Context: an optimization exercise on an open-source flow, tuned for small area. The choices shown serve that exercise and are no tape-out recipe. The RTL was checked by simulation tests, not by an equivalence proof against the original design. Power figures rest on the tool's default switching activity, not on a simulated workload.

===== design/flow/run.sh =====
#!/bin/bash
# synth_recipe.tcl (not shown) runs the flow's synth.tcl, then flattens the netlist and writes it again
# the make line also repeats each setting of config.mk as NAME=value (left out here)
make -C /OpenROAD-flow-scripts/flow DESIGN_CONFIG=/design/flow/config.mk WORK_HOME=/design/flow/orfs CLKGATE_MAP_FILE= SYNTH_SCRIPT=/design/flow/synth_recipe.tcl finish

===== design/flow/config.mk =====
export PLATFORM = sky130hd
export DESIGN_NAME = random_burst_motion_scheduler
export DESIGN_NICKNAME = random_burst_motion_scheduler
export VERILOG_FILES = /design/flow/design.v
export SDC_FILE = /design/flow/constraint.sdc
export NUM_CORES = 4
export LEC_CHECK = 0
export CAP_MARGIN = 20
export CORE_MARGIN = 2
export CORE_UTILIZATION = 40
export SLEW_MARGIN = 20

===== design/flow/constraint.sdc =====
create_clock -name core_clock -period 8.0 [get_ports {clk}]
set_input_delay 1.6000 -clock core_clock [delete_from_list [all_inputs] [get_ports {clk}]]
set_output_delay 1.6000 -clock core_clock [all_outputs]
set_load 0.01 [all_outputs]

===== design/flow/design.v =====
package rbms_pkg;
  localparam logic [15:0] INTERVAL_RESET = 16'd5000;
  localparam logic [31:0] LCG_SEED       = 32'd12345;
  localparam logic [31:0] LCG_KADD       = 32'hBFC0210D;
endpackage
module random_burst_motion_scheduler (
  input  logic              clk,
  input  logic              rst,
  input  logic              psel,
  input  logic              penable,
  input  logic              pwrite,
  input  logic [2:0]        paddr,
  input  logic [31:0]       pwdata,
  output logic [31:0]       prdata,
  output logic              pready,
  input  logic              in_valid,
  output logic              in_stall,
  input  logic [31:0]       now_ms,
  input  logic              report_ready,
  output logic              out_valid,
  input  logic              out_stall,
  output logic              send_move,
  output logic signed [4:0] delta_x,
  output logic signed [4:0] delta_y
);
  typedef enum logic [4:0] {
    S_IDLE, S_INIT, S_P0,
    S_LEN1, S_LEN2, S_ADD,
    S_DX1F, S_DX1, S_DX2, S_DY1, S_DY2,
    S_RX1, S_RX2, S_RY1, S_RY2,
    S_GP1F, S_GP1N, S_GP1Y, S_GP1R, S_GAP2,
    S_FING
  } state_t;
  state_t      st;
  logic [4:0]  t;
  logic [31:0] L, N, CS;
  logic [15:0] BLK, OFF;
  logic [15:0] interval;
  logic [10:0] R;
  logic        rdy, ba, sat;
  logic [4:1]  mc;
  logic        cD, gI, gB, gO, cW, cE;
  logic pass1, pass2, st_add, fst, t31, t0;
  logic c_blk, c_dxm, c_dym, c_dxp, c_dyp, c_off, c_any, c_dx, c_dy;
  assign t31    = (t == 5'd31);
  assign t0     = (t == 5'd0);
  assign pass1  = (st == S_LEN1) || (st == S_DX1F) || (st == S_DX1) || (st == S_DY1) ||
                  (st == S_RX1) || (st == S_RY1) || (st == S_GP1F) || (st == S_GP1N) ||
                  (st == S_GP1Y) || (st == S_GP1R);
  assign pass2  = (st == S_LEN2) || (st == S_DX2) || (st == S_DY2) || (st == S_RX2) ||
                  (st == S_RY2) || (st == S_GAP2);
  assign st_add = (st == S_ADD);
  assign fst    = (st == S_LEN1) || (st == S_DX1F) || (st == S_GP1F);
  assign c_blk  = (st == S_ADD);
  assign c_dxm  = (st == S_DY1);
  assign c_dym  = (st == S_RX1) || (st == S_GP1Y);
  assign c_dxp  = (st == S_RY1);
  assign c_dyp  = (st == S_GP1R);
  assign c_off  = (st == S_FING);
  assign c_dx   = c_dxm || c_dxp;
  assign c_dy   = c_dym || c_dyp;
  assign c_any  = c_blk || c_dx || c_dy || c_off;
  logic apb_wr;
  assign apb_wr = psel && penable && pwrite && !paddr[2];
  assign pready = 1'b1;
  assign prdata = {16'b0, interval};
  logic acc;
  assign in_stall = !((st == S_IDLE) && t31 && !out_valid && !apb_wr);
  assign acc      = in_valid && !in_stall && !rst;
  logic src0, b1, b2, b3, b4, y;
  logic s1, s2, s3, s4;
  logic m1, m2, m3, m4;
  assign src0 = pass2 ? N[0] : L[0];
  assign m1   = pass2 ? (t >= 5'd19) : (t >= 5'd6);
  assign m2   = (t >= 5'd15);
  assign m3   = pass2 ? (t >= 5'd2) : (t >= 5'd4);
  assign m4   = pass2 ? (t >= 5'd8) : (t >= 5'd22);
  assign b1   = st_add ? CS[0] : pass2 ? (m1 & N[13]) : (pass1 & m1 & L[26]);
  assign b2   = pass2 ? rbms_pkg::LCG_KADD[t] : (pass1 & m2 & L[17]);
  assign b3   = pass2 ? (m3 & ~N[30]) : (pass1 & m3 & ~L[28]);
  assign b4   = pass2 ? (m4 & ~N[24]) : (pass1 & m4 & ~L[10]);
  assign s1   = src0 ^ b1 ^ mc[1];
  assign s2   = s1 ^ b2 ^ mc[2];
  assign s3   = s2 ^ b3 ^ mc[3];
  assign s4   = s3 ^ b4 ^ mc[4];
  assign y    = s4;
  always_ff @(posedge clk) begin
    mc[1] <= !t31 & ((src0 & b1) | (src0 & mc[1]) | (b1 & mc[1]));
    mc[2] <= !t31 & ((s1 & b2) | (s1 & mc[2]) | (b2 & mc[2]));
    mc[3] <= !t31 & ((s2 & b3) | (s2 & mc[3]) | (b3 & mc[3]));
    mc[4] <= !t31 & ((s3 & b4) | (s3 & mc[4]) | (b4 & mc[4]));
  end
  logic cDe, gIe, gBe, gOe, cWe, diff, blk_t, off_t;
  logic cD_n, gI_n, gB_n, gO_n, cW_n;
  assign cDe   = t0 | cD;
  assign gIe   = t0 | gI;
  assign gBe   = t0 | gB;
  assign gOe   = t0 | gO;
  assign cWe   = !t0 & cW;
  assign blk_t = !t[4] & BLK[0];
  assign off_t = !t[4] & OFF[0];
  assign diff  = N[0] ^ !CS[0] ^ cDe;
  assign cD_n  = (N[0] & !CS[0]) | (N[0] & cDe) | (!CS[0] & cDe);
  assign gI_n  = (diff & !R[0])  | (diff & gIe) | (!R[0] & gIe);
  assign gB_n  = (diff & !blk_t) | (diff & gBe) | (!blk_t & gBe);
  assign gO_n  = (diff & !off_t) | (diff & gOe) | (!off_t & gOe);
  assign cW_n  = (CS[0] & off_t) | (CS[0] & cWe) | (off_t & cWe);
  always_ff @(posedge clk) begin
    cD <= cD_n;
    gI <= gI_n;
    gB <= gB_n;
    gO <= gO_n;
    cW <= cW_n;
  end
  logic el, wrap_now, ge_nm, mv, ba_n;
  assign el       = gI_n;
  assign wrap_now = !cD_n;
  assign ge_nm    = (cW_n & !wrap_now) | ((cW_n == wrap_now) & gO_n);
  assign mv       = el | (ba & ge_nm);
  assign ba_n     = el | (ba & !gB_n);
  logic ea, eb, cEe, sE;
  logic [3:0] tl;
  assign tl  = t[3:0];
  assign cEe = (tl != 4'd0) & cE;
  always_comb begin
    ea = 1'b0;
    eb = 1'b0;
    if (!t[4]) begin
      if (fst) begin
        ea = (st != S_LEN1) & diff;
        eb = 16'd50 >> tl;
      end
    end else begin
      ea = R[0] & !(sat & !c_blk);
      if (c_blk)      eb = (sat ? 16'd64535 : 16'd1000) >> tl;
      else if (c_off) eb = OFF[0];
      else if (c_dxm || c_dym) eb = 16'd17 >> tl;
      else if (c_dxp || c_dyp) eb = (tl == 4'd0);
      if (!c_any) ea = 1'b0;
    end
  end
  assign sE = ea ^ eb ^ cEe;
  always_ff @(posedge clk) cE <= (ea & eb) | (ea & cEe) | (eb & cEe);
  logic        it_on, rb, odd;
  logic [11:0] K, sumR;
  logic [10:0] span, cmul;
  logic        ren;
  always_comb begin
    span = 11'd2001;
    cmul = 11'd13;
    case (st)
      S_DX2, S_DY2: begin span = 11'd31;  cmul = 11'd1; end
      S_RX2, S_RY2: begin span = 11'd3;   cmul = 11'd1; end
      S_GAP2:       begin span = 11'd151; cmul = 11'd1; end
      default:      begin span = 11'd2001; cmul = 11'd13; end
    endcase
  end
  always_comb begin
    it_on = 1'b0;
    if (pass2 && t[4]) begin
      if (!t31) it_on = 1'b1;
      else it_on = (st == S_LEN2) || (st == S_RX2) || (st == S_RY2);
    end
    if (st_add && (t < 5'd2)) it_on = 1'b1;
  end
  assign rb  = pass2 & t[4] & !t31 & y;
  assign odd = R[0] ^ rb;
  always_comb begin
    K = 12'd0;
    if (st == S_P0) K = {delta_x[0], 11'b0};
    else if (it_on) K = (rb ? {1'b0, cmul} : 12'd0) + (odd ? {1'b0, span} : 12'd0);
  end
  assign sumR = {1'b0, R} + K;
  assign ren  = (st == S_P0) || (st == S_INIT) || it_on || (c_any && t[4]);
  logic sat_n;
  always_comb begin
    if (c_blk)      sat_n = (R[10:4] == 7'h7D) && (R[3:0] != 4'd0);
    else if (c_off) sat_n = R[7] & R[4] & R[2] & R[1] & R[0];
    else if (c_dxp || c_dyp) sat_n = R[1] & R[0];
    else            sat_n = &R[4:0];
  end
  logic dx_sh, dy_sh, win5;
  assign win5  = (tl < 4'd5);
  assign dx_sh = win5 & (((st == S_P0) & !t[4]) | (c_dx & t[4]));
  assign dy_sh = win5 & (((st == S_P0) & !t[4]) | (c_dy & t[4]));
  always_ff @(posedge clk) begin
    L  <= {(st == S_INIT) ? rbms_pkg::LCG_SEED[t] : (pass2 | st_add) ? y : L[0], L[31:1]};
    CS <= {(st == S_INIT) ? 1'b0 : (st == S_LEN1) ? N[0] : CS[0], CS[31:1]};
    if (acc) N <= now_ms;
    else     N <= {pass1 ? y : N[0], N[31:1]};
    BLK <= {(c_blk & t[4]) ? sE : BLK[0], BLK[15:1]};
    OFF <= {((fst & !t[4]) | (c_off & t[4])) ? sE : OFF[0], OFF[15:1]};
    if (acc) R <= interval[10:0];
    else if (ren) R <= sumR[11:1];
    if (tl == 4'd15) sat <= sat_n;
    if (acc) delta_x <= interval[15:11];
    else if (dx_sh) delta_x <= {sE, delta_x[4:1]};
    if (dy_sh) delta_y <= {sE, delta_y[4:1]};
    if (acc) rdy <= report_ready;
  end
  logic bz;
  assign bz = (delta_x == 5'd0) && (R[4:0] == 5'd15);
  always_ff @(posedge clk) begin
    if (rst) begin
      st        <= S_INIT;
      t         <= 5'd0;
      interval  <= rbms_pkg::INTERVAL_RESET;
      ba        <= 1'b0;
      out_valid <= 1'b0;
    end else begin
      t <= t + 5'd1;
      if (apb_wr) interval <= pwdata[15:0];
      if (out_valid && !out_stall) out_valid <= 1'b0;
      if (acc) st <= S_P0;
      else if (t31) begin
        case (st)
          S_INIT: st <= S_IDLE;
          S_P0: begin
            ba        <= ba_n;
            send_move <= mv & rdy;
            if (el)      st <= S_LEN1;
            else if (mv) st <= rdy ? S_DX1F : S_GP1F;
            else begin
              st        <= S_IDLE;
              out_valid <= 1'b1;
            end
          end
          S_LEN1: st <= S_LEN2;
          S_LEN2: st <= S_ADD;
          S_ADD:  st <= rdy ? S_DX1 : S_GP1N;
          S_DX1F, S_DX1: st <= S_DX2;
          S_DX2:  st <= S_DY1;
          S_DY1:  st <= S_DY2;
          S_DY2:  st <= bz ? S_RX1 : S_GP1Y;
          S_RX1:  st <= S_RX2;
          S_RX2:  st <= S_RY1;
          S_RY1:  st <= S_RY2;
          S_RY2:  st <= S_GP1R;
          S_GP1F, S_GP1N, S_GP1Y, S_GP1R: st <= S_GAP2;
          S_GAP2: st <= S_FING;
          S_FING: begin
            st        <= S_IDLE;
            out_valid <= 1'b1;
          end
          default: st <= st;
        endcase
      end
    end
  end
endmodule

==> qor.csv <==
metric,value,unit
# resized after CTS,0,
share of cells above drive strength 1,0.0924,
R2R Path End,R[10]$_DFFE_PP_,
period utilization,0.945,
Pint,0.00148,W
first-pass GRT wire length,26400,µm
Mapped Area,7480,µm²
clock latency (worst-skew pair),0.43,ns
reg2reg path depth,24,
P_leak,3.61,nW
I/O Pins,121,
Worst path slowest cell,dfxtp_1,
Sum Neg Setup Slack,0,ns
Clock Power Share,0.430,
# DRC,0,
fin nets,893,
CTS Buf Count,17,
Slew Limit Headroom,0.320,
die height,141,µm
core footprint,18500,µm²
power share of the sequential group,0.529,
Initial Util,0.404,
Total Routing Usage GR,0.166,
#FFs+latches synth,190,
"Hold-fix buffers, CTS",0,
Final Hold Vio Count,0,
Hold Slack,0.324,ns
largest net degree at the start of global routing,55,
Worst setup EP type,flip-flop,
"commonest non-fill, non-tap cells in the layout","dfxtp_1, clkdlybuf4s50_1, nand2_1",
crit-path max cell delay,0.61,ns
CP Max Fanout,8,
number of global-route vias before repair,5295,
total congestion overflow,0,
antenna violations before repair,0,
startpoint class of the critical path,flip-flop,
area delta synth->final,21.1,%
VDD IR-drop max,0.149,mV
clk buf depth,2,
Comb power frac,0.041,
die area,19800,µm²
Rows,50,
ys async rst share,0,
Crit path arrival time,7.74,ns
clk_skew,0.0131,ns
"most common cell after layout, fill and taps aside",dfxtp_1,
cell count after synthesis,709,
M3 GR Usage,0.0445,
ys flop type,dfxtp_1,
DRT Wirelength,16000,µm
root buffer cell,clkbuf_16,
H-tree depth,4,
Most Crowded Layer GR,met2,
Sw Share,0.240,
Worst Setup SP,st[2]$_SDFFE_PN0P_,
yosys warns,1,
"reg-to-reg slack, setup",0.44,ns
Post-synth EDFFs,24,
Final HPWL DP,11300,µm
fin crit period,7.56,ns
Worst Hold Depth,0,
Final ANT Viol Nets,0,
Max Fclk,132,MHz
Min-Delay Path Class,reg -> reg,
count of final max-slew check failures,0,
Most common cell on crit path,fa_1,
Die W,141,µm
met1 GRT Util,0.223,
Initial DRC Count,309,
# clock sinks,190,
Pwr per Cell Area,215,nW/µm²
Tightest Pin Transition,1.02,ns
clock slew at reported path FFs,0.08,ns
M2 GR Usage,0.255,
sequential fraction of the synthesis area,0.540,
setup bufs post-CTS,0,
syn_area_per_cell,10.6,µm²
reg2reg start,st[2]$_SDFFE_PN0P_,
crit path to,R[10]$_DFFE_PP_,
CP cell instances,and2b_1 -> o21ai_2 -> nand2_1 -> mux2_2 -> fa_1 -> fa_1 -> fa_1 -> inv_1 -> fa_1 -> a2111oi_4 -> ha_1 -> buf_4 -> nor3_1 -> ha_1 -> a21oi_1 -> xor2_1 -> nor2_1 -> ha_1 -> nand4_1 -> or3_1 -> o311a_4 -> o311ai_4 -> a211o_1 -> o211ai_2,
routed via count,5373,
drt pass-1 iters,5,
Max Cap Viol,0,
n_diodes,0,
status,timing/DRC/antenna clean,
Setup Viol. Count Final,0,
Placer Congestion,0.849,
CTS tree,done,
Psw,0.000467,W
WS Path Type,reg -> reg,
Via-to-Cell Ratio,5.19,
RSZ-0062 raised after global routing,false,
synth unique cells,78,
wire length per cell,15.4,µm
worst endpoint required time,8.18,ns
IO buf count,85,
[cell families after synthesis]
family | count (synthesis) | synth area share
simple gates | 208 | 0.144
flops | 190 | 0.540
compound gates | 148 | 0.129
buf+inv | 80 | 0.0547
mux | 40 | 0.0599
fa+ha+maj | 30 | 0.0572
xor+xnor | 11 | 0.0139
other cells | 2 | 0.00100
[power groups by stage]
stage,registers [W],clock network [W],logic [W]
6_report,0.00103,0.000838,0.0000803
4_1_cts,0.00103,0.000862,0.0000807
5_1_grt,0.00104,0.000903,0.0000883
3_5_place_dp,0.00105,0,0.0000801
3_3_place_gp,0.00105,0,0.0000790
2_1_floorplan,0.00104,0,0.0000471
[critical path, delay by kind of cell, from the launching register on]
kind / cells / cell delay [ns]
AOI/OAI and AO/OA: 7 / 1.61
xor gates and xnor gates: 1 / 0.16
adders and majority gates: 7 / 2.99
buffers and inverters: 2 / 0.22
DFF: 1 / 0.61
muxes: 1 / 0.39
and+or+nand+nor: 6 / 1.31
[worst min path at each step]
stage               slack, ns             from         endpoint
floorplan                0.31   BLK[1]$_DFF_P_   BLK[0]$_DFF_P_
global placement         0.31    L[18]$_DFF_P_    L[17]$_DFF_P_
detailed placement       0.31   CS[23]$_DFF_P_   CS[22]$_DFF_P_
CTS                      0.33  OFF[15]$_DFF_P_  OFF[14]$_DFF_P_
global route             0.33    L[14]$_DFF_P_    L[13]$_DFF_P_
finish                   0.32  OFF[15]$_DFF_P_  OFF[14]$_DFF_P_
[area by class of cell]
type	count	area, µm²
clock inverters	14	164
fillers	1687	9460
flip-flops and latches	190	4040
repair buffers	96	933
multi-input cells	454	3090
well taps	234	293
inverters	29	109
clock buffers	18	429
[metal layers]
layer  share of wire  wire (µm)  vias to the layer above
met5               0          0                        -
met4           0.031        488                        0
met3           0.061        972                       43
met2            0.44       7090                      206
met1            0.46       7420                     2512
li1                -          -                     2612
[stage by stage]
step / cell area, µm² / setup slack (ns) / std cells / power [W] / util
global route: 9060 / 0.107 / 1035 / 0.00203 / 0.489
CTS: 9060 / 0.430 / 1035 / 0.00197 / 0.489
detailed placement: 8460 / 0.468 / 1003 / 0.00113 / 0.457
floorplan: 7540 / 1.07 / 724 / 0.00109 / -
global placement: 8460 / 0.545 / 1003 / 0.00113 / 0.457
finish: 9060 / 0.439 / 1035 / 0.00195 / 0.489
[sequential cells by signal, indices dropped and copies added, names as in the netlist, 4 cells and up]
name	count
R	11
mc	4
BLK	16
L	32
t	5
CS	32
OFF	16
delta_y	5
delta_x	5
N	32
st	5
interval	16
[Yosys cell counts (7+ instances only)]
cell | count | area (µm²)
a21oi_1 | 48 | 240
a31oi_1 | 7 | 43.8
buf_4 | 22 | 165
clkbuf_1 | 20 | 75.1
dfxtp_1 | 166 | 3320
edfxtp_1 | 24 | 721
fa_1 | 7 | 140
ha_1 | 23 | 288
inv_1 | 25 | 93.8
mux2_1 | 31 | 349
mux2_2 | 7 | 78.8
nand2_1 | 77 | 289
nand3_1 | 10 | 50.1
nor2_1 | 37 | 139
nor2b_1 | 8 | 50.1
nor3_1 | 15 | 75.1
o21ai_0 | 36 | 180
o31ai_1 | 10 | 75.1

## re-timing with driven ports
The flow's constraints put no driver on any port. The routed layout listed below was extracted and timed again, unchanged, in two steps. Step 1: set_driving_cell puts a clkbuf_16 on clk and a buf_2 on each other input, an assumption about the parent block. Step 2, shift: input delay + t, output delay - t, t = (earliest + latest rising clock arrival at the registers) / 2. This alone moves slack from input paths to output paths. Slacks: ideal ports / drivers / drivers and shift; pairs: ideal ports / drivers.
t (ns): 0.471
setup slack, ns: 0.439 / 0.439 / 0.439
clock arrival spread, ns: 0.016 / 0.015
After both steps setup and hold are still met in this run. The setup slack of this run moves by 0.000 ns with the drivers and by 0.000 ns with both steps.
